What follows belongs to an exercise in optimizing a design on an open flow for small area; a production flow would make more cautious choices.
Function was checked by simulation only, so behaviour that the tests miss may differ from the original.
Power is estimated from default activity; no workload was simulated. No driver is modelled on the clock port, so clocking that relies on it looks cheaper here than on a real chip.

<file path="flow/flow/run.sh">
#!/bin/bash
set -euo pipefail
export CTS_ARGS="-sink_clustering_enable -repair_clock_nets -dont_use_dummy_load -buf_list sky130_fd_sc_hd__clkbuf_16 -sink_clustering_size 34 -sink_clustering_max_diameter 80"
export BUFFER_PORTS_ARGS="-buffer_cell sky130_fd_sc_hd__buf_1"
bash standard.sh > standard_flow.log 2>&1
</file>
<file path="flow/standard.sh">
#!/bin/bash
# synth_recipe.tcl (not shown) runs the flow's synth.tcl, then flattens the netlist and writes it again
# the make line also repeats each setting of config.mk as NAME=value (left out here)
make -C /OpenROAD-flow-scripts/flow DESIGN_CONFIG=/design/flow/config.mk WORK_HOME=/design/flow/orfs CLKGATE_MAP_FILE= SYNTH_SCRIPT=/design/flow/synth_recipe.tcl "${@:-finish}"
</file>
<file path="flow/config.mk">
export PLATFORM = sky130hd
export DESIGN_NAME = limn_core
export DESIGN_NICKNAME = limn_core
export VERILOG_FILES = /design/flow/design.v
export SDC_FILE = /design/flow/constraint.sdc
export NUM_CORES = 4
export LEC_CHECK = 0
export ABC_AREA = 1
export CAP_MARGIN = 20
export CORE_MARGIN = 2
export CORE_UTILIZATION = 40
export SLEW_MARGIN = 20
</file>
<file path="flow/constraint.sdc">
create_clock -name core_clock -period 10.0 [get_ports {clk}]
set_input_delay 2.0000 -clock core_clock [delete_from_list [all_inputs] [get_ports {clk}]]
set_output_delay 2.0000 -clock core_clock [all_outputs]
set_load 0.01 [all_outputs]
</file>
<file path="flow/design.v">
`default_nettype none
package limn_pkg;
    typedef logic [31:0] word_t;     
    typedef logic [4:0]  reg_idx_t;  
    typedef logic [5:0]  opcode_t;   
    localparam opcode_t op_tnop      = 6'b00_0000;  
    localparam opcode_t op_addi      = 6'b11_1100;
    localparam opcode_t op_subi      = 6'b11_0100;
    localparam opcode_t op_andi      = 6'b01_1100;
    localparam opcode_t op_xori      = 6'b01_0100;
    localparam opcode_t op_ori       = 6'b00_1100;
    localparam opcode_t op_lui       = 6'b00_0100;
    localparam opcode_t op_beq       = 6'b11_1101;
    localparam opcode_t op_bne       = 6'b11_0101;
    localparam opcode_t op_j         = 6'b00_0110;
    localparam opcode_t op_jal       = 6'b00_0111;
    localparam opcode_t op_load_long = 6'b10_1011;
    localparam opcode_t op_store_reg = 6'b10_1010;  
    localparam opcode_t op_store_imm = 6'b00_1010;  
    localparam reg_idx_t reg_lr = 5'd31;
    typedef enum logic [1:0] {
        st_fetch,
        st_execute,
        st_memory,
        st_halted
    } core_state_e;
endpackage
`default_nettype wire
`timescale 1ns/1ps
`default_nettype none
module limn_core #(
    parameter limn_pkg::word_t reset_vector = 32'hFFFE_0000
) (
    input  wire                   clk,
    input  wire                   rst_n,
    output limn_pkg::word_t       addr,
    input  wire limn_pkg::word_t  data_in,
    output limn_pkg::word_t       data_out,
    output logic                  we,
    output logic                  cs,
    input  wire                   rdy,
    output logic                  halted
);
    localparam logic [3:0] S_FETCH = 4'd0;   
    localparam logic [3:0] S_WAITX = 4'd1;   
    localparam logic [3:0] S_EXEC  = 4'd2;   
    localparam logic [3:0] S_P2    = 4'd3;   
    localparam logic [3:0] S_MEM   = 4'd4;   
    localparam logic [3:0] S_WAITW = 4'd5;   
    localparam logic [3:0] S_WB    = 4'd6;   
    localparam logic [3:0] S_RW    = 4'd7;   
    localparam logic [3:0] S_RST   = 4'd8;   
    localparam logic [3:0] S_HALT  = 4'd9;
    localparam logic [3:0] S_CLR   = 4'd10;  
    logic [3:0]  st;
    logic [3:0]  ph;        
    logic [31:0] ir;        
    logic [31:0] dr;        
    logic [15:0] ar;        
    logic        c;         
    logic        ci;        
    logic        z;         
    logic [31:0] rf [1:31];
    wire [5:0] op    = ir[5:0];
    wire [4:0] r1    = ir[10:6];
    wire [4:0] r2    = ir[15:11];
    wire is_alu   = (op[2:0] == 3'b100) && !(op[5] && !op[4]);
    wire is_br    = (op[2:0] == 3'b101) && op[5] && op[4];
    wire is_jmp   = (op[5:1] == 5'b00011);
    wire is_jal   = is_jmp && op[0];
    wire is_load  = (op == 6'b101011);
    wire is_store = (op[4:0] == 5'b01010);
    wire is_nop   = (op == 6'b000000);
    wire known    = is_alu || is_br || is_jmp || is_load || is_store || is_nop;
    wire is_sub   = (op[5:3] == 3'b110);
    wire is_lui   = (op[5:3] == 3'b000);
    wire st_exec = (st == S_EXEC);
    wire st_p2   = (st == S_P2);
    wire st_wb   = (st == S_WB);
    wire st_rst  = (st == S_RST);
    wire clr     = (st == S_CLR);
    wire ph_last = (ph == 4'd15);
    wire ph_pc   = (ph != 4'd0) && (ph <= 4'd8);    
    wire [4:0] ridx = (is_br || (is_store && st_p2)) ? r1 : r2;
    logic [1:0] rd;
    always_comb begin
        rd = 2'b00;
        for (int k = 1; k < 32; k++) begin
            if (ridx == 5'(k)) rd = rf[k][1:0];
        end
    end
    wire [1:0] imm_d = (ph == 4'd0) ? ir[17:16] : ir[19:18];
    logic [1:0] off_d, jt_d, simm_d;
    always_comb begin
        off_d  = (ph[2:0] == 3'd0) ? ir[24:23] : ir[7 + 2*ph[2:0] +: 2];
        jt_d   = (ph[2:0] == 3'd0) ? ir[18:17] : ir[1 + 2*ph[2:0] +: 2];
        case (ph)
            4'd0:    simm_d = ir[28:27];
            4'd1:    simm_d = ir[30:29];
            4'd2:    simm_d = {1'b0, ir[31]};
            default: simm_d = 2'b00;
        endcase
    end
    wire [1:0] m = ((is_lui ? ph[3] : !ph[3])) ? imm_d : 2'b00;
    wire        taken = op[3] ? z : !z;
    wire        br_p2 = st_p2 && is_br;
    wire [1:0]  ax    = br_p2 ? ar[1:0] : rd;
    wire [1:0]  ay    = br_p2 ? ((ph_pc && taken) ? off_d : 2'b00) : is_sub ? ~m : m;
    wire        acin  = (ph == 4'd0) ? (is_sub && !br_p2) : c;
    wire [2:0]  msum  = {1'b0, ax} + {1'b0, ay} + {2'b00, acin};
    logic [1:0] alu_d;
    always_comb begin
        case (op[5:3])
            3'b111, 3'b110: alu_d = msum[1:0];
            3'b011:         alu_d = rd & m;
            3'b010:         alu_d = rd ^ m;
            default:        alu_d = rd | m;
        endcase
    end
    wire [1:0] ix   = ph_pc ? ar[1:0] : 2'b11;
    wire       icin = (ph == 4'd1) ? 1'b1 : ci;
    wire [2:0] isum = {1'b0, ix} + {2'b00, icin};
    wire [1:0] jal_d = (ph == 4'd0) ? 2'b00 : isum[1:0];
    wire        wen   = (st_exec && (is_alu || is_jal)) || st_wb;
    wire [4:0]  widx  = is_jal ? 5'd31 : r1;
    wire [1:0]  wdata = clr ? 2'b00 : st_wb ? dr[1:0] : is_jal ? jal_d : alu_d;
    logic [3:0] wsel_hi;
    logic [7:0] wsel_lo;
    always_comb begin
        for (int k = 0; k < 4; k++) wsel_hi[k] = clr || (wen && widx[4:3] == 2'(k));
        for (int k = 0; k < 8; k++) wsel_lo[k] = clr || (widx[2:0] == 3'(k));
    end
    always_ff @(posedge clk) begin
        for (int k = 1; k < 32; k++) begin
            rf[k][29:0]  <= rf[k][31:2];
            rf[k][31:30] <= (wsel_hi[k / 8] && wsel_lo[k % 8]) ? wdata : rf[k][1:0];
        end
    end
    logic [1:0] a_in;
    logic       a_en;
    always_comb begin
        if (clr)               a_in = reset_vector[2*ph +: 2];
        else if (st_wb || st_rst) a_in = ir[17:16];
        else if (br_p2)        a_in = taken ? msum[1:0] : isum[1:0];
        else if (is_jmp)       a_in = jt_d;
        else if (is_load || is_store) a_in = msum[1:0];
        else                   a_in = isum[1:0];
        a_en = st_rst || (ph_pc && (clr || st_p2 || st_wb || (st_exec && !is_br && !is_store)));
    end
    always_ff @(posedge clk) begin
        if (a_en) begin
            ar <= {a_in, ar[15:2]};
        end
    end
    wire park = (st_exec && is_load) || (st_p2 && is_store);
    wire ih_en = st_rst || (ph_pc && (park || st_wb)) || (st_exec && is_alu && ph != 4'd0);
    always_ff @(posedge clk) begin
        if (st == S_FETCH && rdy) begin
            ir <= data_in;
        end else if (ih_en) begin
            ir[31:16] <= {park ? isum[1:0] : ir[17:16], ir[31:18]};
        end
    end
    wire [1:0] d_in = op[5] ? rd : simm_d;
    always_ff @(posedge clk) begin
        if (st_exec || st_wb) begin
            dr <= {d_in, dr[31:2]};
        end else if (cs && rdy) begin
            dr <= data_in;
        end
    end
    always_ff @(posedge clk) begin
        c  <= msum[2];
        ci <= isum[2];
        if (st_exec) begin
            z <= ((ph == 4'd0) || z) && (rd == 2'b00);
        end
    end
    always_ff @(posedge clk) begin
        if (!rst_n) begin
            st  <= S_CLR;
            ph  <= 4'd0;
        end else begin
            ph <= ph + 4'd1;
            case (st)
                S_CLR:   if (ph_last) st <= S_FETCH;
                S_FETCH: if (rdy) st <= S_WAITX;
                S_WAITX: if (ph_last) st <= known ? S_EXEC : S_HALT;
                S_EXEC:  if (ph_last) st <= (is_br || is_store) ? S_P2 : is_load ? S_MEM : S_FETCH;
                S_P2:    if (ph_last) st <= is_store ? S_MEM : S_FETCH;
                S_MEM:   if (rdy) st <= is_load ? S_WAITW : S_RW;
                S_WAITW: if (ph_last) st <= S_WB;
                S_WB:    if (ph_last) st <= S_FETCH;
                S_RW:    if (ph[2:0] == 3'd0) st <= S_RST;
                S_RST:   if (ph[2:0] == 3'd0) st <= S_FETCH;
                default: st <= S_HALT;
            endcase
        end
    end
    assign cs       = (st == S_FETCH) || (st == S_MEM);
    assign we       = (st == S_MEM) && is_store;
    assign addr     = {14'h3FFF, ar, 2'b00};
    assign data_out = dr;
    assign halted   = (st == S_HALT);
endmodule
`default_nettype wire
</file>
==> results of run 1 <==
sequential cells by signal, indices dropped and copies added (netlist names):
name,count
ph,4
dr,32
z,1
ir,32
rf,992
c,1
ar,16
st,4
ci,1
power by group through the flow:
stage	Sequential (mW)	Combinational (mW)	Clock, mW
5_1_grt	6.52	1.05	2.11
6_report	6.37	0.935	1.88
3_5_place_dp	6.49	0.942	0
3_3_place_gp	6.44	0.931	0
2_1_floorplan	6.31	0.549	0
4_1_cts	6.40	0.947	1.97
kinds of logic (layout without fill, tap and decap cells):
family,Yosys count,in the layout
flip-flops,1083,1083
buffers and inverters,138,230
other,2,17
AO/OA/AOI/OAI,187,187
XOR/XNOR,3,3
AND/OR/NAND/NOR,505,505
adder cells (fa/ha/maj),13,13
stage by stage:
| stage | cells | cell area [sq um] | hold slack [ns] | util |
|---|---|---|---|---|
| final | 2902 | 28770 | 0.2720 | 0.4384 |
| after detailed placement | 2860 | 27750 | 0.3121 | 0.4228 |
| after CTS | 2901 | 28770 | 0.2646 | 0.4384 |
| after global routing | 2901 | 28770 | 0.2636 | 0.4384 |
| after global placement | 2860 | 27750 | 0.3097 | 0.4228 |
| after floorplan | 1945 | 26500 | 0.3096 | - |
layer usage:
| metal | part of all wire | global-route usage | vias to the layer above |
|---|---|---|---|
| li1 | - | - | 6282 |
| met1 | 0.52 | 0.1982 | 5916 |
| met2 | 0.41 | 0.1860 | 269 |
| met3 | 0.046 | 0.02033 | 67 |
| met4 | 0.026 | 0.04214 | 0 |
| met5 | 0 | 0 | - |
worst paths after layout:
path | from | end | depth (start not counted)
max | ir[5] | rf[2][31] | 36
min | rf[5][29] | rf[5][27] | 0
min reg2reg | rf[5][29] | rf[5][27] | 0
max reg2reg | ir[5] | rf[2][31] | 36
layout make-up:
class / count / share of cell area
repair buffers: 93 / 0.01318
diodes: 1 / 0.00008697
well taps: 864 / 0.03757
flip-flops and latches: 1083 / 0.7817
inverters: 96 / 0.01257
clock buffers: 41 / 0.03566
multi-input cells: 724 / 0.1193
critical path, delay by kind of cell, from the launching register on:
| family | cells | cell delay (ns) |
|---|---|---|
| flops | 1 | 0.52 |
| buf+inv | 3 | 0.79 |
| compound gates | 8 | 1.42 |
| fa+ha+maj | 2 | 0.87 |
| simple gates | 23 | 2.19 |
synthesized netlist by cell type (5+ instances only):
library cell,instances
sky130_fd_sc_hd__a21oi_1,31
sky130_fd_sc_hd__nor2_1,78
sky130_fd_sc_hd__dfxtp_1,1002
sky130_fd_sc_hd__edfxtp_1,81
sky130_fd_sc_hd__nand3_1,43
sky130_fd_sc_hd__nand2_2,8
sky130_fd_sc_hd__ha_1,11
sky130_fd_sc_hd__inv_2,7
sky130_fd_sc_hd__inv_1,87
sky130_fd_sc_hd__o21ai_1,5
sky130_fd_sc_hd__nand4_1,14
sky130_fd_sc_hd__nand2_1,332
sky130_fd_sc_hd__buf_4,16
sky130_fd_sc_hd__o21ai_0,120
sky130_fd_sc_hd__o211ai_1,7
sky130_fd_sc_hd__clkbuf_1,23
sky130_fd_sc_hd__nor3_1,12
==> impl_table.tex, run 1 <==
\begin{tabular}{lr}
\hline
Metric & Value \\
\hline
\multicolumn{2}{l}{\textbf{STA}} \\
Peak Freq & 168.6 MHz \\
Slew Limit Headroom & 0.1851 \\
Final setup fails & 0 \\
PnR worst setup slack & 4.068 ns \\
Min Clock Period, post-route & 5.932 ns \\
Setup TNS Final & 0 ns \\
Final max-slew violation count & 0 \\
Final setup skew & $\sim$0.067 ns \\
Number of failing hold endpoints at the final stage & 0 \\
Unrepaired setup endpoints after global routing & no \\
Transition at the pin with the smallest max-transition slack & 1.210 ns \\
Fin crit share & 0.5932 \\
\multicolumn{2}{l}{\textbf{Cells and area}} \\
Net count, final & 2087 \\
\# fillers & 6041 \\
Share of post-route cells with drive strength above 1 & 0.04173 \\
Most frequent cells in the layout & sky130\_fd\_sc\_hd\_\_dfxtp\_1, sky130\_fd\_sc\_hd\_\_nand2\_1, sky130\_fd\_sc\_hd\_\_o21ai\_0, sky130\_fd\_sc\_hd\_\_inv\_1, sky130\_fd\_sc\_hd\_\_buf\_1 \\
Area growth from synthesis to layout & 8.784\% \\
Sequential standard cell area & about 0.022 sq mm \\
Combined area of the multi-input logic cells & 0.003432 sq mm \\
Leading cell type in the layout, fill and taps excluded & sky130\_fd\_sc\_hd\_\_dfxtp\_1 \\
\multicolumn{2}{l}{\textbf{Logic synthesis}} \\
Seq cells post-synth & between 1000 and 1500 \\
Synth Area in Simple Gates & 0.08037 \\
Number of enable flip-flop cells after synthesis & 81 \\
Post-synthesis instance area & between 0.02 and 0.03 sq mm \\
Share of synthesized area occupied by flip-flops and latches & 0.8503 \\
Adder and majority gate portion of the synthesized area & 0.006717 \\
Number of instances in the synthesized netlist & 1931 \\
Most used DFF post-synth & sky130\_fd\_sc\_hd\_\_dfxtp\_1 \\
Area contributors post-synth & sky130\_fd\_sc\_hd\_\_dfxtp\_1, sky130\_fd\_sc\_hd\_\_edfxtp\_1, sky130\_fd\_sc\_hd\_\_nand2\_1 \\
Syn Area/Cell & 13.70 sq um \\
Share of the synthesized area in the top cell type & 0.7584 \\
Share of async-settable or async-resettable flops after synthesis & 0 \\
Mux share of post-synthesis cell area & 0 \\
Biggest area consumer among synthesized cells & sky130\_fd\_sc\_hd\_\_dfxtp\_1 \\
XOR/XNOR share of the synthesized area & 0.0009934 \\
Dominant combinational cell family by area after synthesis & simple AND/OR/NAND/NOR gates \\
Number of library cell types mapped by synthesis & 49 \\
Yosys warning total & 2 \\
Fraction of the mapped netlist area in compound gates & 0.03879 \\
\multicolumn{2}{l}{\textbf{Pwr}} \\
Relative contribution of combinational cells to total power & 0.102 \\
Total power divided by cell area & between 300 and 400 mW/mm\^{}2 \\
Total power of the final layout & about 9.2 mW \\
Switching power share of the total & 0.2484 \\
Total net switching power & between 2 and 2.5 mW \\
Reg power frac & 0.693 \\
Highest ir drop seen on vdd & 0.1876 mV \\
Internal power consumption & 6.908 mW \\
Clock network fraction of total power & 0.205 \\
Leakage & around 12 nW \\
\multicolumn{2}{l}{\textbf{Route}} \\
Total routed wirelength & 44200 um \\
Detailed-route DRC error count & 0 \\
Number of detailed-route iterations in the first pass & 5 \\
Post-DR wirelength/cell & 15.23 um \\
Total number of vias & 12530 \\
Iteration-0 DRC Markers & between 900 and 1000 \\
Routed vias/inst & 4.319 \\
Post-detailed-route count of antenna-violating nets & 0 \\
\multicolumn{2}{l}{\textbf{GRT}} \\
Largest net degree at the start of global routing & 38 \\
Vias in the first global route & around 12000 \\
Number of antenna violations at the first check in global routing & 1 \\
GRT Residual Overflow & 0 \\
All-layer global routing usage & 0.1294 \\
Wire length of the first global-routing pass & 66780 um \\
\multicolumn{2}{l}{\textbf{Placed design}} \\
Worst setup timing slack at the placement stage & 4.044 ns \\
Sum of net half-perimeters after detailed placement & 31000 um \\
Number of buffers added on ports & 85 \\
RD Place Congestion & 0.8785 \\
\multicolumn{2}{l}{\textbf{Worst setup path}} \\
Register-to-register setup slack & 4.07 ns \\
Capturing element type of the critical path & flip-flop \\
Launching element type of the critical path & flip-flop \\
Critical path's slowest cell & sky130\_fd\_sc\_hd\_\_edfxtp\_1 \\
Setup Crit Path Kind & flip-flop to flip-flop \\
Most frequent CP cell & sky130\_fd\_sc\_hd\_\_nand2\_1 \\
Req. time, crit path & 10.41 ns \\
Crit-path max cell delay & 0.52 ns \\
Biggest fanout along the worst timing path & 31 \\
Worst EP arrival & 6.35 ns \\
\multicolumn{2}{l}{\textbf{Clocking}} \\
CTS max path bufs & 3 \\
H-tree levels & 2 \\
TritonCTS clock tree & built \\
Buffer type at the clock tree root & sky130\_fd\_sc\_hd\_\_clkbuf\_16 \\
CTS-repair resized insts & 0 \\
Clk pin slew, worst setup/hold paths & approximately 0.11 ns \\
Postcts setup bufs & 0 \\
CTS sink cnt & 1083 \\
Clock network latency to the later pin of the worst-skew pair & 0.60 ns \\
TritonCTS Buffers & 41 \\
\# hold bufs at CTS & 0 \\
\multicolumn{2}{l}{\textbf{Outcome}} \\
Run status & finished clean \\
\multicolumn{2}{l}{\textbf{Run}} \\
Number of maximum-capacitance constraint violations & 0 \\
\multicolumn{2}{l}{\textbf{Floorplan}} \\
Die Footprint & 0.06820 sq mm \\
Std cell rows & 94 \\
Die Height & 261.2 um \\
Core area & 0.06563 sq mm \\
Effective utilization at floorplan & 0.4030 \\
I/O pins & 102 \\
Width of the die & 261.2 um \\
\multicolumn{2}{l}{\textbf{Min path}} \\
Path category of the worst min-delay check & flip-flop to flip-flop \\
\hline
\end{tabular}
==> run 2, diff against run 1 <==
--- a/flow/design.v
+++ b/flow/design.v
@@ -82,11 +82,15 @@
     wire ph_last = (ph == 4'd15);
     wire ph_pc   = (ph != 4'd0) && (ph <= 4'd8);    
     wire [4:0] ridx = (is_br || (is_store && st_p2)) ? r1 : r2;
+    logic [3:0] rsel_hi;
+    logic [7:0] rsel_lo;
     logic [1:0] rd;
     always_comb begin
+        for (int k = 0; k < 4; k++) rsel_hi[k] = (ridx[4:3] == 2'(k));
+        for (int k = 0; k < 8; k++) rsel_lo[k] = (ridx[2:0] == 3'(k));
         rd = 2'b00;
         for (int k = 1; k < 32; k++) begin
-            if (ridx == 5'(k)) rd = rf[k][1:0];
+            rd = rd | ({2{rsel_hi[k / 8] && rsel_lo[k % 8]}} & rf[k][1:0]);
         end
     end
     wire [1:0] imm_d = (ph == 4'd0) ? ir[17:16] : ir[19:18];
==> flow/flow/run.sh (replaced) <==
#!/bin/bash
# Layout flow: the standard flow (standard.sh) with three changes.
#  1. After the standard synthesis, its combinational logic is mapped again
#     with an area-oriented ABC script (flow/remap.ys, flow/area.abc).  The
#     registers are kept as black boxes: same cells, same names.
#  2. Clock tree: clkbuf_16 sink buffers over clusters of up to 34
#     flip-flops, and no dummy loads for level balancing.
#  3. Port buffers: buf_1 instead of the default pick (clkdlybuf4s50_1).
# Logs: standard_synth.log, remap.log, standard_flow.log here, and each ORFS
# step's own log under orfs/logs/.
set -euo pipefail
WORK=$PWD
R=$WORK/orfs/results/$FLOW_PLATFORM/limn_core/base
LIB=$FLOW_HOME/platforms/$FLOW_PLATFORM/lib/sky130_fd_sc_hd__tt_025C_1v80.lib
YOSYS=$FLOW_HOME/../tools/install/yosys/bin/yosys
[ -x "$YOSYS" ] || YOSYS=yosys
export CTS_ARGS="-sink_clustering_enable -repair_clock_nets -dont_use_dummy_load -buf_list sky130_fd_sc_hd__clkbuf_16 -sink_clustering_size 34 -sink_clustering_max_diameter 80"
export BUFFER_PORTS_ARGS="-buffer_cell sky130_fd_sc_hd__buf_1"

bash standard.sh synth > standard_synth.log 2>&1

cp "$R/1_2_yosys.v" "$R/1_2_yosys_standard.v"
DONTUSE=""
for c in $(grep -o "sky130_fd_sc_hd__\(lpflow\|probe\)[a-z0-9_]*" "$FLOW_HOME/platforms/$FLOW_PLATFORM/config.mk" | sort -u); do
  DONTUSE="$DONTUSE -dont_use $c"
done
sed -e "s#@LIB@#$LIB#g" -e "s#@FLOW@#$WORK/flow#g" -e "s#@IN@#$R/1_2_yosys_standard.v#g" \
    -e "s#@OUT@#$WORK/remapped.v#g" -e "s#@TOP@#$FLOW_TOP#g" -e "s#@DONTUSE@#$DONTUSE#g" \
    flow/remap.ys > remap_run.ys
use_remap=0
# Only registers of the types stubs.v declares are supported
if ! grep -o "sky130_fd_sc_hd__[a-z0-9_]*" "$R/1_2_yosys_standard.v" | sort -u \
     | grep -E "__(s?e?df|dl|sdl)" | grep -qvE "__(dfxtp_1|edfxtp_1)$"; then
  if "$YOSYS" -l remap.log -s remap_run.ys > /dev/null 2>&1; then
    regs() { grep -oE "sky130_fd_sc_hd__(dfxtp_1|edfxtp_1) [^ ]+" "$1" | sort; }
    if [ -s remapped.v ] && cmp -s <(regs "$R/1_2_yosys_standard.v") <(regs remapped.v); then
      use_remap=1
    fi
  fi
fi
if [ $use_remap = 1 ]; then
  cp remapped.v "$R/1_2_yosys.v"
  rm -f "$R/1_synth.odb" "$R/1_synth.sdc"
  echo "using the re-mapped netlist" >> remap.log
else
  echo "keeping the standard netlist" >> remap.log
fi

bash standard.sh > standard_flow.log 2>&1
==> flow/flow/area.abc (new file) <==
strash
dc2
dch -f
map -a
topo
==> flow/flow/remap.ys (new file) <==
# Re-map the standard synthesis's combinational logic for area.  The
# registers (and tie cells) are read as black boxes, so they keep their cells
# and names; every other cell is read as its liberty function and mapped again.
read_liberty -ignore_miss_func @LIB@
delete sky130_fd_sc_hd__dfxtp_1 sky130_fd_sc_hd__edfxtp_1 sky130_fd_sc_hd__conb_1
read_verilog @FLOW@/stubs.v
read_verilog @IN@
hierarchy -top @TOP@
flatten
rename -hide w:*.*
opt_clean -purge
abc -liberty @LIB@ @DONTUSE@ -script @FLOW@/area.abc
splitnets
opt_clean -purge
hilomap -singleton -hicell sky130_fd_sc_hd__conb_1 HI -locell sky130_fd_sc_hd__conb_1 LO
insbuf -buf sky130_fd_sc_hd__buf_4 A X
opt_clean -purge
stat -liberty @LIB@
write_verilog -noattr -nohex -nodec @OUT@
==> flow/flow/stubs.v (new file) <==
(* blackbox *) module sky130_fd_sc_hd__dfxtp_1(input CLK, input D, output Q); endmodule
(* blackbox *) module sky130_fd_sc_hd__edfxtp_1(input CLK, input D, input DE, output Q); endmodule
(* blackbox *) module sky130_fd_sc_hd__conb_1(output HI, output LO); endmodule
==> impl_table.tex, run 2 <==
\begin{tabular}{lr}
\hline
Metric & Value \\
\hline
\multicolumn{2}{l}{\textbf{Outcome}} \\
Run status & finished clean (unchanged) \\
\multicolumn{2}{l}{\textbf{Placed design}} \\
Placed cell area & 0.02711 sq mm (was 0.02775 sq mm) \\
Worst setup timing slack at the placement stage & 4.101 ns (was 4.044 ns) \\
Number of buffers added on ports & 85 (unchanged) \\
Sum of net half-perimeters after detailed placement & 28560 um (was 31000 um) \\
Cell total after placement & 2695 (was 2860) \\
RD Place Congestion & 0.9117 (was 0.8785) \\
\multicolumn{2}{l}{\textbf{Clocking}} \\
TritonCTS Buffers & 41 (unchanged) \\
CTS sink cnt & 1083 (unchanged) \\
Postcts setup bufs & 0 (unchanged) \\
CTS max path bufs & 3 (unchanged) \\
H-tree levels & 2 (unchanged) \\
\# hold bufs at CTS & 0 (unchanged) \\
Buffer type at the clock tree root & sky130\_fd\_sc\_hd\_\_clkbuf\_16 (unchanged) \\
TritonCTS clock tree & built (unchanged) \\
CTS-repair resized insts & 0 (unchanged) \\
Clk pin slew, worst setup/hold paths & 0.11 ns (about the same) \\
Clock network latency to the later pin of the worst-skew pair & 0.60 ns (about the same) \\
\multicolumn{2}{l}{\textbf{Worst setup path}} \\
Worst EP arrival & 6.49 ns (was 6.35 ns) \\
Beginning of the critical path & st[1] (was ir[5]) \\
Req. time, crit path & 10.42 ns (was 10.41 ns) \\
Capturing element type of the critical path & flip-flop (unchanged) \\
Register-to-register setup slack & 3.92 ns (was 4.07 ns) \\
Critical R2R Capture & rf[23][31] (was rf[2][31]) \\
Setup Crit Path Kind & flip-flop to flip-flop (unchanged) \\
Startpoint of the worst-slack reg-to-reg timing path & st[1] (was ir[5]) \\
R2R cell count & 26 (was 36) \\
Destination of the critical timing path & rf[23][31] (was rf[2][31]) \\
Launching element type of the critical path & flip-flop (unchanged) \\
Biggest fanout along the worst timing path & 31 (unchanged) \\
\multicolumn{2}{l}{\textbf{Logic synthesis}} \\
Post-synthesis instance area & 0.02568 sq mm (was 0.02645 sq mm) \\
Syn Area/Cell & 14.65 sq um (was 13.70 sq um) \\
Yosys warning total & 2 (unchanged) \\
Number of instances in the synthesized netlist & 1753 (was 1931) \\
\multicolumn{2}{l}{\textbf{Cells and area}} \\
\# fillers & 5673 (was 6041) \\
Area growth from synthesis to layout & 9.652\% (was 8.784\%) \\
Leading cell type in the layout, fill and taps excluded & sky130\_fd\_sc\_hd\_\_dfxtp\_1 (unchanged) \\
Non-Filler Instances & 2738 (was 2902) \\
Design Area, Final & 0.02816 sq mm (was 0.02877 sq mm) \\
Layout Utilization & 0.4448 (was 0.4384) \\
Most frequent cells in the layout & sky130\_fd\_sc\_hd\_\_dfxtp\_1, sky130\_fd\_sc\_hd\_\_nand2\_1, sky130\_fd\_sc\_hd\_\_o21ai\_0, sky130\_fd\_sc\_hd\_\_buf\_1, sky130\_fd\_sc\_hd\_\_nor2\_1 (was sky130\_fd\_sc\_hd\_\_dfxtp\_1, sky130\_fd\_sc\_hd\_\_nand2\_1, sky130\_fd\_sc\_hd\_\_o21ai\_0, sky130\_fd\_sc\_hd\_\_inv\_1, sky130\_fd\_sc\_hd\_\_buf\_1) \\
Max FFs per register & 992 (unchanged) \\
Share of post-route cells with drive strength above 1 & 0.03649 (was 0.04173) \\
Registers with the highest flip-flop counts & rf: 992 flops, dr: 32 flops, ir: 32 flops (unchanged) \\
Net count, final & 1928 (was 2087) \\
Register ranked first by flip-flop count & rf (unchanged) \\
\multicolumn{2}{l}{\textbf{Pwr}} \\
Clock network fraction of total power & 0.217 (was 0.205) \\
Relative contribution of combinational cells to total power & 0.107 (was 0.102) \\
Highest ir drop seen on vdd & 0.1654 mV (was 0.1876 mV) \\
Total net switching power & 2.242 mW (was 2.283 mW) \\
Leakage & 10.80 nW (was 11.52 nW) \\
Switching power share of the total & 0.2564 (was 0.2484) \\
Internal power consumption & 6.502 mW (was 6.908 mW) \\
Total power divided by cell area & 310.5 mW/mm\^{}2 (was 319.4 mW/mm\^{}2) \\
Reg power frac & 0.676 (was 0.693) \\
Total power of the final layout & 8.744 mW (was 9.191 mW) \\
\multicolumn{2}{l}{\textbf{STA}} \\
Min Clock Period, post-route & 6.076 ns (was 5.932 ns) \\
Final setup skew & 0.06938 ns (was 0.06749 ns) \\
PnR worst setup slack & 3.924 ns (was 4.068 ns) \\
Fin crit share & 0.6076 (was 0.5932) \\
Peak Freq & 164.6 MHz (was 168.6 MHz) \\
Unrepaired setup endpoints after global routing & no (unchanged) \\
Setup TNS Final & 0 ns (unchanged) \\
Transition at the pin with the smallest max-transition slack & 1.001 ns (was 1.210 ns) \\
Hold Slack & 0.2763 ns (was 0.2720 ns) \\
Number of failing hold endpoints at the final stage & 0 (unchanged) \\
Slew Limit Headroom & 0.3274 (was 0.1851) \\
Final setup fails & 0 (unchanged) \\
Final max-slew violation count & 0 (unchanged) \\
\multicolumn{2}{l}{\textbf{Floorplan}} \\
Std cell rows & 92 (was 94) \\
Core area & 0.06331 sq mm (was 0.06563 sq mm) \\
Die Footprint & 0.06624 sq mm (was 0.06820 sq mm) \\
Width of the die & 257.4 um (was 261.2 um) \\
Effective utilization at floorplan & 0.4056 (was 0.4030) \\
I/O pins & 102 (unchanged) \\
Die Height & 257.4 um (was 261.2 um) \\
\multicolumn{2}{l}{\textbf{Route}} \\
Total routed wirelength & 41870 um (was 44200 um) \\
Post-DR wirelength/cell & 15.29 um (was 15.23 um) \\
Iteration-0 DRC Markers & 997 (was 969) \\
Total number of vias & 11850 (was 12530) \\
Number of detailed-route iterations in the first pass & 6 (was 5) \\
Routed vias/inst & 4.329 (was 4.319) \\
Detailed-route DRC error count & 0 (unchanged) \\
Post-detailed-route count of antenna-violating nets & 0 (unchanged) \\
\multicolumn{2}{l}{\textbf{Run}} \\
Number of maximum-capacitance constraint violations & 0 (unchanged) \\
\multicolumn{2}{l}{\textbf{GRT}} \\
Largest net degree at the start of global routing & 50 (was 38) \\
Number of antenna violations at the first check in global routing & 0 (was 1) \\
Vias in the first global route & 11390 (was 11590) \\
GRT Residual Overflow & 0 (unchanged) \\
All-layer global routing usage & 0.1258 (was 0.1294) \\
Wire length of the first global-routing pass & 64640 um (was 66780 um) \\
\multicolumn{2}{l}{\textbf{Min path}} \\
Path category of the worst min-delay check & flip-flop to flip-flop (unchanged) \\
\hline
\end{tabular}
-- run 2: cell type report --
cell class                      count  area (sq um)  area share
Inverter                           79         296.5     0.01053
Clock buffer                       41          1026     0.03644
Antenna cell                        1         2.502  0.00008887
Timing Repair Buffer               99         436.7     0.01551
Sequential cell                  1083         22490      0.7988
Tap cell                          846          1059     0.03759
Multi-Input combinational cell    589          2846      0.1011
-- run 2: worst min path at each step --
| stage | from | to | slack (ns) | cells after the start |
|---|---|---|---|---|
| 2_1_floorplan | rf[10][2] | rf[10][0] | 0.31 | 0 |
| 3_3_place_gp | rf[6][9] | rf[6][7] | 0.31 | 0 |
| 4_1_cts | rf[25][31] | rf[25][29] | 0.27 | 0 |
| 3_5_place_dp | rf[7][3] | rf[7][1] | 0.31 | 0 |
| 5_1_grt | rf[25][31] | rf[25][29] | 0.26 | 0 |
| 6_report | rf[25][31] | rf[25][29] | 0.28 | 0 |
-- run 2: power by group through the flow --
stage / Sequential, mW / Combinational, mW / Clock [mW]
after floorplan: 5.82 / 0.541 / 0
after global placement: 5.99 / 0.906 / 0
after detailed placement: 6.01 / 0.929 / 0
after CTS: 5.93 / 0.934 / 1.97
after global routing: 6.02 / 1.05 / 2.11
final: 5.91 / 0.931 / 1.90
-- run 2: critical path, cell delays in order (launching register included) --
cell and delay (ns):
sky130_fd_sc_hd__dfxtp_1 0.41, sky130_fd_sc_hd__clkinv_1 0.18, sky130_fd_sc_hd__nor4_1 0.48, sky130_fd_sc_hd__nand2_1 0.16
sky130_fd_sc_hd__nand2_1 0.25, sky130_fd_sc_hd__clkinv_1 0.15, sky130_fd_sc_hd__o21ai_0 0.54, sky130_fd_sc_hd__clkinv_1 0.33
sky130_fd_sc_hd__nor3_1 0.83, sky130_fd_sc_hd__a22oi_1 0.14, sky130_fd_sc_hd__nand4_1 0.16, sky130_fd_sc_hd__nand2_1 0.08
sky130_fd_sc_hd__o311ai_0 0.15, sky130_fd_sc_hd__nor2_1 0.20, sky130_fd_sc_hd__nand2_1 0.09, sky130_fd_sc_hd__o21ai_0 0.10
sky130_fd_sc_hd__clkinv_1 0.08, sky130_fd_sc_hd__nor2_1 0.05, sky130_fd_sc_hd__clkinv_1 0.05, sky130_fd_sc_hd__nand2_1 0.05
sky130_fd_sc_hd__xnor2_1 0.28, sky130_fd_sc_hd__nor2_1 0.07, sky130_fd_sc_hd__a2111oi_0 0.37, sky130_fd_sc_hd__o221ai_1 0.18
sky130_fd_sc_hd__o211ai_1 0.12, sky130_fd_sc_hd__buf_4 0.33, sky130_fd_sc_hd__o21ai_0 0.12
-- run 2: layer usage --
layer / vias up / part of all wire / GRT usage
li1: 5931 / - / -
met1: 5536 / 0.51 / 0.1866
met2: 296 / 0.41 / 0.1843
met3: 91 / 0.048 / 0.02413
met4: 0 / 0.032 / 0.04191
met5: - / 0 / 0
==> run 3, diff against run 2 <==
--- a/flow/design.v
+++ b/flow/design.v
@@ -48,15 +48,15 @@
     localparam logic [3:0] S_MEM   = 4'd4;   
     localparam logic [3:0] S_WAITW = 4'd5;   
     localparam logic [3:0] S_WB    = 4'd6;   
-    localparam logic [3:0] S_RW    = 4'd7;   
-    localparam logic [3:0] S_RST   = 4'd8;   
+    localparam logic [3:0] S_CPW   = 4'd7;   
+    localparam logic [3:0] S_CP    = 4'd8;   
     localparam logic [3:0] S_HALT  = 4'd9;
     localparam logic [3:0] S_CLR   = 4'd10;  
     logic [3:0]  st;
     logic [3:0]  ph;        
     logic [31:0] ir;        
     logic [31:0] dr;        
-    logic [15:0] ar;        
+    logic [15:0] pc;        
     logic        c;         
     logic        ci;        
     logic        z;         
@@ -77,7 +77,7 @@
     wire st_exec = (st == S_EXEC);
     wire st_p2   = (st == S_P2);
     wire st_wb   = (st == S_WB);
-    wire st_rst  = (st == S_RST);
+    wire st_cp   = (st == S_CP);
     wire clr     = (st == S_CLR);
     wire ph_last = (ph == 4'd15);
     wire ph_pc   = (ph != 4'd0) && (ph <= 4'd8);    
@@ -108,7 +108,7 @@
     wire [1:0] m = ((is_lui ? ph[3] : !ph[3])) ? imm_d : 2'b00;
     wire        taken = op[3] ? z : !z;
     wire        br_p2 = st_p2 && is_br;
-    wire [1:0]  ax    = br_p2 ? ar[1:0] : rd;
+    wire [1:0]  ax    = br_p2 ? pc[1:0] : rd;
     wire [1:0]  ay    = br_p2 ? ((ph_pc && taken) ? off_d : 2'b00) : is_sub ? ~m : m;
     wire        acin  = (ph == 4'd0) ? (is_sub && !br_p2) : c;
     wire [2:0]  msum  = {1'b0, ax} + {1'b0, ay} + {2'b00, acin};
@@ -121,7 +121,7 @@
             default:        alu_d = rd | m;
         endcase
     end
-    wire [1:0] ix   = ph_pc ? ar[1:0] : 2'b11;
+    wire [1:0] ix   = ph_pc ? pc[1:0] : 2'b11;
     wire       icin = (ph == 4'd1) ? 1'b1 : ci;
     wire [2:0] isum = {1'b0, ix} + {2'b00, icin};
     wire [1:0] jal_d = (ph == 4'd0) ? 2'b00 : isum[1:0];
@@ -140,29 +140,33 @@
             rf[k][31:30] <= (wsel_hi[k / 8] && wsel_lo[k % 8]) ? wdata : rf[k][1:0];
         end
     end
-    logic [1:0] a_in;
-    logic       a_en;
-    always_comb begin
-        if (clr)               a_in = reset_vector[2*ph +: 2];
-        else if (st_wb || st_rst) a_in = ir[17:16];
-        else if (br_p2)        a_in = taken ? msum[1:0] : isum[1:0];
-        else if (is_jmp)       a_in = jt_d;
-        else if (is_load || is_store) a_in = msum[1:0];
-        else                   a_in = isum[1:0];
-        a_en = st_rst || (ph_pc && (clr || st_p2 || st_wb || (st_exec && !is_br && !is_store)));
-    end
-    always_ff @(posedge clk) begin
-        if (a_en) begin
-            ar <= {a_in, ar[15:2]};
-        end
-    end
-    wire park = (st_exec && is_load) || (st_p2 && is_store);
-    wire ih_en = st_rst || (ph_pc && (park || st_wb)) || (st_exec && is_alu && ph != 4'd0);
+    logic [1:0] pc_in;
+    logic       pc_upd;
+    always_comb begin
+        if (clr)               pc_in = reset_vector[2*ph +: 2];
+        else if (br_p2)        pc_in = taken ? msum[1:0] : isum[1:0];
+        else if (is_jmp)       pc_in = jt_d;
+        else                   pc_in = isum[1:0];
+        pc_upd = ph_pc && (clr || st_p2 || (st_exec && !is_br && !is_store));
+    end
+    always_ff @(posedge clk) begin
+        pc <= {pc_upd ? pc_in : pc[1:0], pc[15:2]};
+    end
+    wire daddr = (st_exec && is_load) || (st_p2 && is_store);
+    wire pcopy = clr || st_wb;
+    logic [1:0] ih_in;
+    always_comb begin
+        if (daddr)             ih_in = msum[1:0];
+        else if (clr)          ih_in = reset_vector[2*ph +: 2];
+        else if (st_cp || st_wb) ih_in = pc[1:0];
+        else                   ih_in = ir[17:16];
+    end
+    wire ih_en = st_cp || (ph_pc && (daddr || pcopy)) || (st_exec && is_alu && ph != 4'd0);
     always_ff @(posedge clk) begin
         if (st == S_FETCH && rdy) begin
             ir <= data_in;
         end else if (ih_en) begin
-            ir[31:16] <= {park ? isum[1:0] : ir[17:16], ir[31:18]};
+            ir[31:16] <= {ih_in, ir[31:18]};
         end
     end
     wire [1:0] d_in = op[5] ? rd : simm_d;
@@ -190,20 +194,20 @@
                 S_CLR:   if (ph_last) st <= S_FETCH;
                 S_FETCH: if (rdy) st <= S_WAITX;
                 S_WAITX: if (ph_last) st <= known ? S_EXEC : S_HALT;
-                S_EXEC:  if (ph_last) st <= (is_br || is_store) ? S_P2 : is_load ? S_MEM : S_FETCH;
-                S_P2:    if (ph_last) st <= is_store ? S_MEM : S_FETCH;
-                S_MEM:   if (rdy) st <= is_load ? S_WAITW : S_RW;
+                S_EXEC:  if (ph_last) st <= (is_br || is_store) ? S_P2 : is_load ? S_MEM : S_CPW;
+                S_P2:    if (is_br ? (ph == 4'd8) : ph_last) st <= is_store ? S_MEM : S_CP;
+                S_MEM:   if (rdy) st <= is_load ? S_WAITW : S_CPW;
                 S_WAITW: if (ph_last) st <= S_WB;
                 S_WB:    if (ph_last) st <= S_FETCH;
-                S_RW:    if (ph[2:0] == 3'd0) st <= S_RST;
-                S_RST:   if (ph[2:0] == 3'd0) st <= S_FETCH;
+                S_CPW:   if (ph[2:0] == 3'd0) st <= S_CP;
+                S_CP:    if (ph[2:0] == 3'd0) st <= S_FETCH;
                 default: st <= S_HALT;
             endcase
         end
     end
     assign cs       = (st == S_FETCH) || (st == S_MEM);
     assign we       = (st == S_MEM) && is_store;
-    assign addr     = {14'h3FFF, ar, 2'b00};
+    assign addr     = {14'h3FFF, ir[31:16], 2'b00};
     assign data_out = dr;
     assign halted   = (st == S_HALT);
 endmodule
==> impl_table.tex, run 3 <==
\begin{tabular}{lr}
\hline
Metric & Value \\
\hline
\multicolumn{2}{l}{\textbf{STA}} \\
Number of failing hold endpoints at the final stage & 0 (unchanged) \\
Slew Limit Headroom & 0.3204 (was 0.3274) \\
Final setup skew & 0.06240 ns (was 0.06938 ns) \\
Transition at the pin with the smallest max-transition slack & 1.008 ns (was 1.001 ns) \\
Final setup fails & 0 (unchanged) \\
Min Clock Period, post-route & 5.611 ns (was 6.076 ns) \\
Peak Freq & 178.2 MHz (was 164.6 MHz) \\
Unrepaired setup endpoints after global routing & no (unchanged) \\
Final max-slew violation count & 0 (unchanged) \\
Fin crit share & 0.5611 (was 0.6076) \\
Setup TNS Final & 0 ns (unchanged) \\
\multicolumn{2}{l}{\textbf{Worst setup path}} \\
Crit-path max cell delay & 0.51 ns (was 0.83 ns) \\
Critical R2R Capture & rf[4][30] (was rf[23][31]) \\
R2R cell count & 26 (unchanged) \\
Capturing element type of the critical path & flip-flop (unchanged) \\
Biggest fanout along the worst timing path & 31 (unchanged) \\
Startpoint of the worst-slack reg-to-reg timing path & ir[4] (was st[1]) \\
Destination of the critical timing path & rf[4][30] (was rf[23][31]) \\
Launching element type of the critical path & flip-flop (unchanged) \\
Critical path's slowest cell & sky130\_fd\_sc\_hd\_\_edfxtp\_1 (was sky130\_fd\_sc\_hd\_\_nor3\_1) \\
Register-to-register setup slack & 4.39 ns (was 3.92 ns) \\
Req. time, crit path & 10.43 ns (was 10.42 ns) \\
Setup Crit Path Kind & flip-flop to flip-flop (unchanged) \\
Worst EP arrival & 6.04 ns (was 6.49 ns) \\
Beginning of the critical path & ir[4] (was st[1]) \\
Most frequent CP cell & sky130\_fd\_sc\_hd\_\_nor2\_1 \\
\multicolumn{2}{l}{\textbf{Route}} \\
Detailed-route DRC error count & 0 (unchanged) \\
Total routed wirelength & 43260 um (was 41870 um) \\
Number of detailed-route iterations in the first pass & 5 (was 6) \\
Post-detailed-route count of antenna-violating nets & 0 (unchanged) \\
Total number of vias & 11860 (was 11850) \\
Routed vias/inst & 4.306 (was 4.329) \\
Post-DR wirelength/cell & 15.71 um (was 15.29 um) \\
Iteration-0 DRC Markers & 913 (was 997) \\
\multicolumn{2}{l}{\textbf{Cells and area}} \\
Area growth from synthesis to layout & 9.001\% (was 9.652\%) \\
\# fillers & 5744 (was 5673) \\
Sequential standard cell area & 0.02233 sq mm (was 0.02249 sq mm) \\
Share of post-route cells with drive strength above 1 & 0.03512 (was 0.03649) \\
Leading cell type in the layout, fill and taps excluded & sky130\_fd\_sc\_hd\_\_dfxtp\_1 (unchanged) \\
Antenna fix cells & 0 (was 1) \\
Net count, final & 1945 (was 1928) \\
Register ranked first by flip-flop count & rf (unchanged) \\
Max FFs per register & 992 (unchanged) \\
Registers with the highest flip-flop counts & rf: 992 flops, dr: 32 flops, ir: 32 flops (unchanged) \\
Most frequent cells in the layout & sky130\_fd\_sc\_hd\_\_dfxtp\_1, sky130\_fd\_sc\_hd\_\_nand2\_1, sky130\_fd\_sc\_hd\_\_o21ai\_0, sky130\_fd\_sc\_hd\_\_clkinv\_1, sky130\_fd\_sc\_hd\_\_nor2\_1 (was sky130\_fd\_sc\_hd\_\_dfxtp\_1, sky130\_fd\_sc\_hd\_\_nand2\_1, sky130\_fd\_sc\_hd\_\_o21ai\_0, sky130\_fd\_sc\_hd\_\_buf\_1, sky130\_fd\_sc\_hd\_\_nor2\_1) \\
Combined area of the multi-input logic cells & 0.002883 sq mm (was 0.002846 sq mm) \\
Design Area, Final & 0.02802 sq mm (was 0.02816 sq mm) \\
\multicolumn{2}{l}{\textbf{Clocking}} \\
CTS max path bufs & 3 (unchanged) \\
Clock network latency to the later pin of the worst-skew pair & 0.61 ns (was 0.60 ns) \\
Clk pin slew, worst setup/hold paths & 0.11 ns (about the same) \\
TritonCTS Buffers & 40 (was 41) \\
Buffer type at the clock tree root & sky130\_fd\_sc\_hd\_\_clkbuf\_16 (unchanged) \\
\# hold bufs at CTS & 0 (unchanged) \\
Postcts setup bufs & 0 (unchanged) \\
TritonCTS clock tree & built (unchanged) \\
CTS-repair resized insts & 0 (unchanged) \\
CTS sink cnt & 1083 (unchanged) \\
H-tree levels & 2 (unchanged) \\
\multicolumn{2}{l}{\textbf{Floorplan}} \\
Std cell rows & 92 (unchanged) \\
Effective utilization at floorplan & 0.4060 (was 0.4056) \\
I/O pins & 102 (unchanged) \\
Core area & 0.06331 sq mm (unchanged) \\
Die Height & 257.5 um (was 257.4 um) \\
Width of the die & 257.5 um (was 257.4 um) \\
Die Footprint & 0.06630 sq mm (was 0.06624 sq mm) \\
\multicolumn{2}{l}{\textbf{Placed design}} \\
Placed cell area & 0.02702 sq mm (was 0.02711 sq mm) \\
Sum of net half-perimeters after detailed placement & 30160 um (was 28560 um) \\
Number of buffers added on ports & 85 (unchanged) \\
RD Place Congestion & 0.8626 (was 0.9117) \\
\multicolumn{2}{l}{\textbf{Logic synthesis}} \\
Post-synthesis instance area & 0.02570 sq mm (was 0.02568 sq mm) \\
Yosys warning total & 2 (unchanged) \\
Number of instances in the synthesized netlist & 1788 (was 1753) \\
Syn Area/Cell & 14.38 sq um (was 14.65 sq um) \\
\multicolumn{2}{l}{\textbf{Pwr}} \\
Total power divided by cell area & 341.1 mW/mm\^{}2 (was 310.5 mW/mm\^{}2) \\
Leakage & 10.79 nW (was 10.80 nW) \\
Highest ir drop seen on vdd & 0.1546 mV (was 0.1654 mV) \\
\multicolumn{2}{l}{\textbf{GRT}} \\
Wire length of the first global-routing pass & 65580 um (was 64640 um) \\
GRT Residual Overflow & 0 (unchanged) \\
Met3 track utilization from global routing & 0.02926 (was 0.02413) \\
Global Route met1 Usage & 0.1841 (was 0.1866) \\
Vias in the first global route & 11330 (was 11390) \\
Largest net degree at the start of global routing & 46 (was 50) \\
M2 GR Usage & 0.1963 (was 0.1843) \\
All-layer global routing usage & 0.1297 (was 0.1258) \\
Number of antenna violations at the first check in global routing & 1 (was 0) \\
Layer with the highest usage after global routing & met2 (was met1) \\
\multicolumn{2}{l}{\textbf{Min path}} \\
Path category of the worst min-delay check & flip-flop to flip-flop (unchanged) \\
\multicolumn{2}{l}{\textbf{Outcome}} \\
Run status & finished clean (unchanged) \\
\multicolumn{2}{l}{\textbf{Run}} \\
Number of maximum-capacitance constraint violations & 0 (unchanged) \\
\hline
\end{tabular}
==> run 3: metrics by stage <==
stage                       util  power [mW]  hold WS, ns  worst slack (ns)  std cells
after global routing      0.4425       10.06       0.2832             3.792       2754
after global placement    0.4267       7.753       0.3097             4.617       2714
final                     0.4425       9.557       0.2787             4.389       2754
after CTS                 0.4425       9.666       0.2798             4.438       2754
after detailed placement  0.4267       7.791       0.3121             4.493       2714
after floorplan                -       7.160       0.3096             4.859       1802
==> run 3: how the worst min path moves through the flow <==
stage,startpoint,to,cells past startpoint
4_1_cts,rf[13][15],rf[13][13],0
3_5_place_dp,rf[12][10],rf[12][8],0
2_1_floorplan,pc[2],pc[0],0
5_1_grt,rf[13][15],rf[13][13],0
3_3_place_gp,rf[20][18],rf[20][16],0
6_report,rf[13][15],rf[13][13],0
==> run 3: cell type report <==
| cell class | instances | area share |
|---|---|---|
| multi-input cells | 600 | 0.1029 |
| well taps | 846 | 0.03778 |
| repair buffers | 98 | 0.01487 |
| clock buffers | 40 | 0.03573 |
| inverters | 87 | 0.01166 |
| flip-flops and latches | 1083 | 0.7971 |
==> run 3: where the power goes <==
part,internal [mW],switching (mW),total [mW]
Clock,0.727,1.15,1.88
Combinational,0.278,0.655,0.933
Sequential,6.14,0.604,6.75
==> run 3: worst max-delay path: cells and delay by family, from the launching register on <==
family | cells | cell delay, ns
AO/OA/AOI/OAI | 8 | 1.68
flip-flops | 1 | 0.51
XOR/XNOR | 1 | 0.22
AND/OR/NAND/NOR | 13 | 2.05
buffers and inverters | 4 | 0.96
==> run 3: routing by layer <==
metal / part of all wire / vias up / routed length, um
met5: 0 / - / 0
met4: 0.028 / 0 / 1213
met3: 0.051 / 65 / 2224
met2: 0.43 / 298 / 18420
met1: 0.49 / 5554 / 21400
li1: - / 5942 / -
==> run 4, diff against run 3 <==
--- a/flow/flow/run.sh
+++ b/flow/flow/run.sh
@@ -4,7 +4,8 @@
 #     with an area-oriented ABC script (flow/remap.ys, flow/area.abc).  The
 #     registers are kept as black boxes: same cells, same names.
 #  2. Clock tree: clkbuf_16 sink buffers over clusters of up to 34
-#     flip-flops, and no dummy loads for level balancing.
+#     flip-flops, clkbuf_8 above them, and no dummy loads for level
+#     balancing.
 #  3. Port buffers: buf_1 instead of the default pick (clkdlybuf4s50_1).
 # Logs: standard_synth.log, remap.log, standard_flow.log here, and each ORFS
 # step's own log under orfs/logs/.
@@ -14,7 +15,7 @@
 LIB=$FLOW_HOME/platforms/$FLOW_PLATFORM/lib/sky130_fd_sc_hd__tt_025C_1v80.lib
 YOSYS=$FLOW_HOME/../tools/install/yosys/bin/yosys
 [ -x "$YOSYS" ] || YOSYS=yosys
-export CTS_ARGS="-sink_clustering_enable -repair_clock_nets -dont_use_dummy_load -buf_list sky130_fd_sc_hd__clkbuf_16 -sink_clustering_size 34 -sink_clustering_max_diameter 80"
+export CTS_ARGS="-sink_clustering_enable -repair_clock_nets -dont_use_dummy_load -buf_list sky130_fd_sc_hd__clkbuf_16 -sink_clustering_size 34 -sink_clustering_max_diameter 80 -root_buf sky130_fd_sc_hd__clkbuf_8 -tree_buf sky130_fd_sc_hd__clkbuf_8"
 export BUFFER_PORTS_ARGS="-buffer_cell sky130_fd_sc_hd__buf_1"
 
 bash standard.sh synth > standard_synth.log 2>&1
==> flow/flow/area.abc (replaced) <==
strash
dc2
dch -f
map -a
strash
dc2
dch -f
map -a
strash
dc2
dch -f
map -a
topo
==> impl_table.tex, run 4 <==
\begin{tabular}{lr}
\hline
Metric & Value \\
\hline
\multicolumn{2}{l}{\textbf{Cells and area}} \\
Share of post-route cells with drive strength above 1 & 0.03132 (was 0.03512) \\
Non-Filler Instances & 2733 (was 2754) \\
Most frequent cells in the layout & sky130\_fd\_sc\_hd\_\_dfxtp\_1, sky130\_fd\_sc\_hd\_\_nand2\_1, sky130\_fd\_sc\_hd\_\_nor2\_1, sky130\_fd\_sc\_hd\_\_clkinv\_1, sky130\_fd\_sc\_hd\_\_buf\_1 (was sky130\_fd\_sc\_hd\_\_dfxtp\_1, sky130\_fd\_sc\_hd\_\_nand2\_1, sky130\_fd\_sc\_hd\_\_o21ai\_0, sky130\_fd\_sc\_hd\_\_clkinv\_1, sky130\_fd\_sc\_hd\_\_nor2\_1) \\
Register ranked first by flip-flop count & rf (unchanged) \\
Area growth from synthesis to layout & 8.629\% (was 9.001\%) \\
Registers with the highest flip-flop counts & rf: 992 flops, dr: 32 flops, ir: 32 flops (unchanged) \\
Leading cell type in the layout, fill and taps excluded & sky130\_fd\_sc\_hd\_\_dfxtp\_1 (unchanged) \\
Layout Utilization & 0.4404 (was 0.4425) \\
Max FFs per register & 992 (unchanged) \\
Net count, final & 1921 (was 1945) \\
\multicolumn{2}{l}{\textbf{GRT}} \\
Met3 track utilization from global routing & 0.02374 (was 0.02926) \\
Number of antenna violations at the first check in global routing & 2 (was 1) \\
M2 GR Usage & 0.1887 (was 0.1963) \\
Wire length of the first global-routing pass & 64940 um (was 65580 um) \\
Largest net degree at the start of global routing & 47 (was 46) \\
Global Route met1 Usage & 0.1866 (was 0.1841) \\
Vias in the first global route & 11320 (was 11330) \\
GRT Residual Overflow & 0 (unchanged) \\
Layer with the highest usage after global routing & met2 (unchanged) \\
All-layer global routing usage & 0.1282 (was 0.1297) \\
\multicolumn{2}{l}{\textbf{Route}} \\
Post-DR wirelength/cell & 15.61 um (was 15.71 um) \\
Detailed-route DRC error count & 0 (unchanged) \\
Total number of vias & 11770 (was 11860) \\
Total routed wirelength & 42670 um (was 43260 um) \\
Post-detailed-route count of antenna-violating nets & 0 (unchanged) \\
Iteration-0 DRC Markers & 906 (was 913) \\
Routed vias/inst & 4.308 (was 4.306) \\
Number of detailed-route iterations in the first pass & 5 (unchanged) \\
\multicolumn{2}{l}{\textbf{Floorplan}} \\
Effective utilization at floorplan & 0.4054 (was 0.4060) \\
Width of the die & 257.1 um (was 257.5 um) \\
Core area & 0.06320 sq mm (was 0.06331 sq mm) \\
Std cell rows & 92 (unchanged) \\
Die Height & 257.1 um (was 257.5 um) \\
Die Footprint & 0.06609 sq mm (was 0.06630 sq mm) \\
I/O pins & 102 (unchanged) \\
\multicolumn{2}{l}{\textbf{Pwr}} \\
Switching power share of the total & 0.2579 (was 0.2521) \\
Internal power consumption & 6.772 mW (was 7.148 mW) \\
Relative contribution of combinational cells to total power & 0.104 (was 0.098) \\
Leakage & 10.79 nW (about the same) \\
Reg power frac & 0.697 (was 0.706) \\
Total power divided by cell area & 327.9 mW/mm\^{}2 (was 341.1 mW/mm\^{}2) \\
Highest ir drop seen on vdd & 0.2242 mV (was 0.1546 mV) \\
Total net switching power & 2.353 mW (was 2.409 mW) \\
Clock network fraction of total power & 0.199 (was 0.196) \\
\multicolumn{2}{l}{\textbf{STA}} \\
Number of failing hold endpoints at the final stage & 0 (unchanged) \\
Peak Freq & 183.9 MHz (was 178.2 MHz) \\
Setup TNS Final & 0 ns (unchanged) \\
Unrepaired setup endpoints after global routing & no (unchanged) \\
Final setup skew & 0.08002 ns (was 0.06240 ns) \\
Slew Limit Headroom & 0.2268 (was 0.3204) \\
Transition at the pin with the smallest max-transition slack & 1.151 ns (was 1.008 ns) \\
Final setup fails & 0 (unchanged) \\
Fin crit share & 0.5437 (was 0.5611) \\
Final max-slew violation count & 0 (unchanged) \\
Min Clock Period, post-route & 5.437 ns (was 5.611 ns) \\
\multicolumn{2}{l}{\textbf{Logic synthesis}} \\
Post-synthesis instance area & 0.02562 sq mm (was 0.02570 sq mm) \\
Yosys warning total & 2 (unchanged) \\
Number of instances in the synthesized netlist & 1770 (was 1788) \\
Syn Area/Cell & 14.47 sq um (was 14.38 sq um) \\
\multicolumn{2}{l}{\textbf{Worst setup path}} \\
Logic depth of the worst path, buffers included & 25 (was 26) \\
Capturing element type of the critical path & flip-flop (unchanged) \\
Count of buffer and inverter cells on the critical path & 5 (was 4) \\
Critical path's slowest cell & sky130\_fd\_sc\_hd\_\_nor3\_1 (was sky130\_fd\_sc\_hd\_\_edfxtp\_1) \\
Req. time, crit path & 10.55 ns (was 10.43 ns) \\
Crit-path max cell delay & 0.92 ns (was 0.51 ns) \\
Family with the most delay on the worst path & simple AND/OR/NAND/NOR gates (unchanged) \\
Launching element type of the critical path & flip-flop (unchanged) \\
Critical R2R Capture & rf[18][30] (was rf[4][30]) \\
Register-to-register setup slack & 4.56 ns (was 4.39 ns) \\
Worst EP arrival & 5.98 ns (was 6.04 ns) \\
Startpoint of the worst-slack reg-to-reg timing path & ir[4] (unchanged) \\
Most frequent CP cell & sky130\_fd\_sc\_hd\_\_nand2\_1 (was sky130\_fd\_sc\_hd\_\_nor2\_1) \\
Biggest fanout along the worst timing path & 31 (unchanged) \\
Setup Crit Path Kind & flip-flop to flip-flop (unchanged) \\
Beginning of the critical path & ir[4] (unchanged) \\
R2R cell count & 25 (was 26) \\
Destination of the critical timing path & rf[18][30] (was rf[4][30]) \\
\multicolumn{2}{l}{\textbf{Placed design}} \\
Cell total after placement & 2690 (was 2714) \\
Sum of net half-perimeters after detailed placement & 29390 um (was 30160 um) \\
Number of buffers added on ports & 85 (unchanged) \\
RD Place Congestion & 0.8389 (was 0.8626) \\
\multicolumn{2}{l}{\textbf{Run}} \\
Number of maximum-capacitance constraint violations & 0 (unchanged) \\
\multicolumn{2}{l}{\textbf{Clocking}} \\
H-tree levels & 2 (unchanged) \\
CTS sink cnt & 1083 (unchanged) \\
CTS-repair resized insts & 0 (unchanged) \\
Postcts setup bufs & 0 (unchanged) \\
TritonCTS Buffers & 40 (unchanged) \\
Clk pin slew, worst setup/hold paths & 0.11 ns (about the same) \\
CTS max path bufs & 3 (unchanged) \\
TritonCTS clock tree & built (unchanged) \\
Clock network latency to the later pin of the worst-skew pair & 0.70 ns (was 0.61 ns) \\
\# hold bufs at CTS & 0 (unchanged) \\
Buffer type at the clock tree root & sky130\_fd\_sc\_hd\_\_clkbuf\_8 (was sky130\_fd\_sc\_hd\_\_clkbuf\_16) \\
\multicolumn{2}{l}{\textbf{Outcome}} \\
Run status & finished clean (unchanged) \\
\multicolumn{2}{l}{\textbf{Min path}} \\
Path category of the worst min-delay check & flip-flop to flip-flop (unchanged) \\
\hline
\end{tabular}
## run 4: routing by layer
metal	wire, um	up-vias
li1	-	5883
met2	17720	249
met3	1797	94
met1	21720	5548
met4	1431	0
met5	0	-
## run 4: final cells by class
type                            instances  area [sq um]
Inverter                               85         319.1
Multi-Input combinational cell        584          2798
Antenna cell                            3         7.507
Sequential cell                      1083         22330
Fill cell                            5618         35370
Timing Repair Buffer                   92         371.6
Tap cell                              846          1059
Clock buffer                           40         944.7
## run 4: power groups by stage
| stage | Combinational (mW) | Sequential (mW) | Clock [mW] |
|---|---|---|---|
| final | 0.953 | 6.36 | 1.81 |
| after CTS | 0.963 | 6.39 | 1.89 |
| after floorplan | 0.644 | 6.18 | 0 |
| after global routing | 1.07 | 6.50 | 2.03 |
| after detailed placement | 0.958 | 6.47 | 0 |
| after global placement | 0.943 | 6.44 | 0 |
## run 4: worst min-delay path by stage
stage,start,endpoint,cells after the start
finish,rf[7][25],rf[7][23],0
global placement,rf[11][14],rf[11][12],0
detailed placement,rf[23][29],rf[23][27],0
CTS,rf[7][25],rf[7][23],0
floorplan,pc[2],pc[0],0
global route,rf[7][25],rf[7][23],0
## run 4: through the flow
step | setup slack (ns) | power [mW] | hold WS [ns] | area (sq um)
finish | 4.563 | 9.125 | 0.2395 | 27830
global route | 3.997 | 9.604 | 0.2228 | 27830
CTS | 4.619 | 9.238 | 0.2271 | 27820
detailed placement | 4.649 | 7.424 | 0.3121 | 26880
global placement | 4.859 | 7.386 | 0.3097 | 26880
floorplan | 4.891 | 6.826 | 0.3096 | 25670

-- static timing again, ports no longer ideal --
The results above use ideal ports. As a check the final layouts listed here were re-extracted and re-timed, cells and wires unchanged.
Step 1 (the two cells are an assumption about what drives the block):
set clk [get_ports {clk}]
set_driving_cell -lib_cell sky130_fd_sc_hd__clkbuf_16 $clk
set_driving_cell -lib_cell sky130_fd_sc_hd__buf_2 [delete_from_list [all_inputs] $clk]
Step 2, shift: input delay + t, output delay - t, t = (earliest + latest rising clock arrival at the registers) / 2. This alone moves slack from input paths to output paths.
Three values: ideal ports, drivers, drivers and shift; two values: the first two.
run	t, ns	slack for setup (ns)	hold WS [ns]
run 1	0.619	4.068 / 4.068 / 4.068	0.272 / 0.272 / 0.272
run 2	0.629	3.924 / 3.924 / 3.924	0.276 / 0.276 / 0.276
run 3	0.635	4.389 / 4.389 / 4.389	0.279 / 0.279 / 0.279
run 4	0.715	4.563 / 4.563 / 4.563	0.239 / 0.239 / 0.239
After both steps every run listed still meets setup and hold.
